This is an optimization exercise on Yosys and OpenROAD, whose aim is small area, a short achievable clock period and few clock cycles per item, not a production implementation.
Function was checked by simulation only, so behaviour that the tests miss may differ from the original.

==> flow/design.v (excerpt) <==
module hsl_to_rgb_converter (
	input  logic clk,
	input  logic arst_n,
	input  logic hsl_valid,
	output logic hsl_stall,
	input  hsl_pkg::hsl_t hsl,
	output logic rgb_valid,
	input  logic rgb_stall,
	output hsl_pkg::rgb_t rgb
);
Size: ~1700 cells after synthesis, ~63 I/O pins, ~17000 um2 of cells after synthesis.
clock: 7.0 ns
lec_check: 0
abc_area: 1
cap_margin: 20
core_margin: 2
core_utilization: 55
setup_slack_margin: 3.0
slew_margin: 20
synth_hierarchical: 1
synth_minimum_keep_size: 0
standard.sh (not shown) runs the stock make flow with config.mk's settings and CLKGATE_MAP_FILE= SYNTH_SCRIPT=/design/flow/synth_recipe.tcl, a recipe that flattens the netlist after the stock synthesis.
==> flow/flow/run.sh <==
#!/bin/bash
# Layout flow: the standard flow (standard.sh) unchanged, except that the
# port buffers that global placement inserts are buf_2 cells rather than the
# default choice. Its full output goes to standard.log in this folder.
cp standard.sh standard_sh.txt.log
export BUFFER_PORTS_ARGS="-buffer_cell sky130_fd_sc_hd__buf_2"
bash standard.sh > standard.log 2>&1
The starting point ran to the end with no violations.
Testbench counts at the start, summed over its fixed seeds: cycles 16,032, items 16,000.
Change:
- CORE_UTILIZATION: 55 -> 40
Result: Final area went up by 0.54%. Die area climbs by 37%. Routed wire length came out lower by 0.38%. Non-clock buffer count is lower by 14. Flip-flop and latch count is unchanged. First-iteration DRC count is lower by 29%. Via count is about the same. Hold slack is worse by 19 ps.
Change:
- ABC_AREA: 1 -> default
- SETUP_SLACK_MARGIN: 3.0 -> 3.4
What happened: Synthesized cell count is lower by 13%; worst setup slack got worse by 52 ps; design area is higher by 5.4%; die area is lower by about 1.4%; non-clock buffer count is higher by 92; utilization is higher by 3.4 points; wire length is higher by 1.2%.
Change:
- CORE_UTILIZATION: 40 -> 55
- SETUP_SLACK_MARGIN: 3.4 -> 3.0
The new run completed with no timing, DRC or antenna violations.
Core utilization climbs by 15 points.
Via count drops by about 2.2%.
Register-to-register slack loses 80 ps.
Setup slack loses 83 ps.
Area after synthesis is unchanged.


== run 1 ==
Another version of the RTL of hsl_to_rgb_converter (not shown whole).
Size in the first run: roughly 1700 cells after synthesis, roughly 63 I/O pins, ~17000 sq um of cells after synthesis.
==> flow/config.mk <==
export PLATFORM = sky130hd
export DESIGN_NAME = hsl_to_rgb_converter
export DESIGN_NICKNAME = hsl_to_rgb_converter
export VERILOG_FILES = /design/flow/design.v
export SDC_FILE = /design/flow/constraint.sdc
export NUM_CORES = 4
export LEC_CHECK = 0
export ABC_AREA = 1
export CAP_MARGIN = 20
export CORE_MARGIN = 2
export CORE_UTILIZATION = 40
export SETUP_SLACK_MARGIN = 3.5
export SLEW_MARGIN = 20
export SYNTH_HIERARCHICAL = 1
export SYNTH_MINIMUM_KEEP_SIZE = 0
==> flow/constraint.sdc <==
create_clock -name core_clock -period 7.0 [get_ports {clk}]
set_input_delay 1.4000 -clock core_clock [delete_from_list [all_inputs] [get_ports {clk}]]
set_output_delay 1.4000 -clock core_clock [all_outputs]
set_load 0.01 [all_outputs]
Scripts as last shown in full above: flow/flow/run.sh
Run 1 completed; timing, DRC and antenna clean
Testbench counts of run 1, summed over its fixed seeds: cycles 16,032, items 16,000.
Inputs modified between run 1 and run 2:
# run 1
export LEC_CHECK = 0
export ABC_AREA = 1
export CAP_MARGIN = 20
export CORE_MARGIN = 2
export CORE_UTILIZATION = 40
export SETUP_SLACK_MARGIN = 3.5
export SLEW_MARGIN = 20
export SYNTH_HIERARCHICAL = 1
export SYNTH_MINIMUM_KEEP_SIZE = 0
create_clock -name core_clock -period 7.0 [get_ports {clk}]
# run 2
export LEC_CHECK = 0
export ABC_AREA = 1
export CAP_MARGIN = 20
export CORE_MARGIN = 2
export CORE_UTILIZATION = 40
export SETUP_SLACK_MARGIN = 3.6
export SLEW_MARGIN = 20
export SYNTH_HIERARCHICAL = 1
export SYNTH_MINIMUM_KEEP_SIZE = 0
create_clock -name core_clock -period 7.0 [get_ports {clk}]
### Flow results
- Looking at the reports, run 2 completed the entire flow and the layout it produced met the timing, design-rule and antenna checks.
- Run 2 reports a lower minimum clock period after layout than run 1 does.
- Per the comparison of run 2 with run 1, area taken by multi-input logic gates picked up an extra 1.2%, final cell count rose by 15.
- Remaining global-route overflow came out exactly the same in run 1 and run 2.
- Summary — global-route total usage across every layer, run 2 relative to run 1: higher, by 0.23 points.
- In the tables for run 1 and run 2, average detailed-routed wire length per instance reads lower with run 1.
- Taking run 1 as the reference point, the portion of the layout cell area used by non-clock buffers of run 2 rises by 0.64 points.
- Compared with run 1, in run 2 summed area of non-filler cells in the final layout +1.5%; final count of negative-setup-slack endpoints closely matched the old numbers.
For run 3, these inputs were changed with respect to run 2:
# run 2
export LEC_CHECK = 0
export ABC_AREA = 1
export CAP_MARGIN = 20
export CORE_MARGIN = 2
export CORE_UTILIZATION = 40
export SETUP_SLACK_MARGIN = 3.6
export SLEW_MARGIN = 20
export SYNTH_HIERARCHICAL = 1
export SYNTH_MINIMUM_KEEP_SIZE = 0
create_clock -name core_clock -period 7.0 [get_ports {clk}]
# run 3
export LEC_CHECK = 0
export ABC_AREA = 1
export CAP_MARGIN = 20
export CORE_MARGIN = 2
export CORE_UTILIZATION = 40
export SETUP_SLACK_MARGIN = 3.25
export SLEW_MARGIN = 20
export SYNTH_HIERARCHICAL = 1
export SYNTH_MINIMUM_KEEP_SIZE = 0
create_clock -name core_clock -period 7.0 [get_ports {clk}]
Findings:
Number of rows created at floorplan delta (run 3 -> run 2): insignificant
Sum of net half-perimeters after detailed placement: run 3 < run 2
Between run 3 and run 2, it is run 3 whose clock-buffer cell count is lower, by 1.
Between run 3 and run 2, the total count of max-transition violations in the final report does not differ in any meaningful way.
Compared with run 2, run 3 shows final non-filler cell total that has gone down by a few percent.
On smallest hold slack, run 3 does worse than run 2.
For the critical path depth, run 3 came in 3 higher than run 2 did.
From run 2 to run 3 the numbers moved as follows: fraction of met2 tracks used by global routing saw a decrease; number of non-clock buffers in the layout decreased by 61 relative to the old numbers.


Starting RTL as in the previous note.
export LEC_CHECK = 0
export ABC_AREA = 1
export CAP_MARGIN = 20
export CORE_MARGIN = 2
export CORE_UTILIZATION = 40
export SETUP_SLACK_MARGIN = 3.0
export SLEW_MARGIN = 20
export SYNTH_HIERARCHICAL = 1
export SYNTH_MINIMUM_KEEP_SIZE = 0
create_clock -name core_clock -period 7.0 [get_ports {clk}]
Scripts as last shown in full above: flow/flow/run.sh
Testbench counts at the start, summed over its fixed seeds: cycles 16,032, items 16,000.
Then changed:
--- a/flow/config.mk
+++ b/flow/config.mk
@@ -11,3 +11,4 @@
 export CORE_UTILIZATION = 40
-export SETUP_SLACK_MARGIN = 3.0
+export CTS_BUF_LIST = sky130_fd_sc_hd__clkbuf_8
+export SETUP_SLACK_MARGIN = 3.5
 export SLEW_MARGIN = 20
The changed run finished with timing, DRC and antenna clean. Setup slack improved by 280 ps. Non-clock buffer count went up by 65. Global-route usage went up by 0.58 points. Design area went up by 3.5%. Flip-flop and latch count does not change.

-- afterwards: timing with drivers on the ports --
Ports are ideal in the flow. The routed layouts listed here were re-timed in OpenROAD.
Step 1 assumes that a clkbuf_16 drives the clock port and a buf_2 every other input.
Step 2 times the ports against the registers' clock, not the clock port: input delays grow and output delays shrink by t, the midpoint of the rising clock arrivals with the driver on.
a / b / c = ideal ports / drivers / drivers and shift; a / b = the first two.
run | t, ns | slack for setup (ns) | worst register clock-pin slew, ns | worst data-port slew with drivers (ns)
the first run of note 1 | 0.490 | 3.172 / 3.145 / 3.145 | 0.08 / 0.08 | 0.03
the second run of note 1 | 0.518 | 3.195 / 3.175 / 3.175 | 0.09 / 0.09 | 0.03
the third run of note 1 | 0.508 | 3.143 / 3.143 / 3.143 | 0.08 / 0.08 | 0.04
the fourth run of note 1 | 0.493 | 3.060 / 3.060 / 3.060 | 0.08 / 0.08 | 0.03
run 1 | 0.493 | 3.563 / 3.563 / 3.563 | 0.07 / 0.07 | 0.04
run 2 | 0.487 | 3.591 / 3.591 / 3.591 | 0.07 / 0.07 | 0.05
run 3 | 0.500 | 3.377 / 3.377 / 3.377 | 0.08 / 0.08 | 0.04
the first run of note 3 | 0.498 | 3.291 / 3.291 / 3.291 | 0.08 / 0.08 | 0.04
the second run of note 3 | 0.532 | 3.574 / 3.574 / 3.574 | 0.10 / 0.10 | 0.04
After both steps every run listed still meets setup and hold. For the first run of note 1, which loses most, drivers alone change the setup slack by -0.027 ns; drivers and shift together by -0.027 ns.
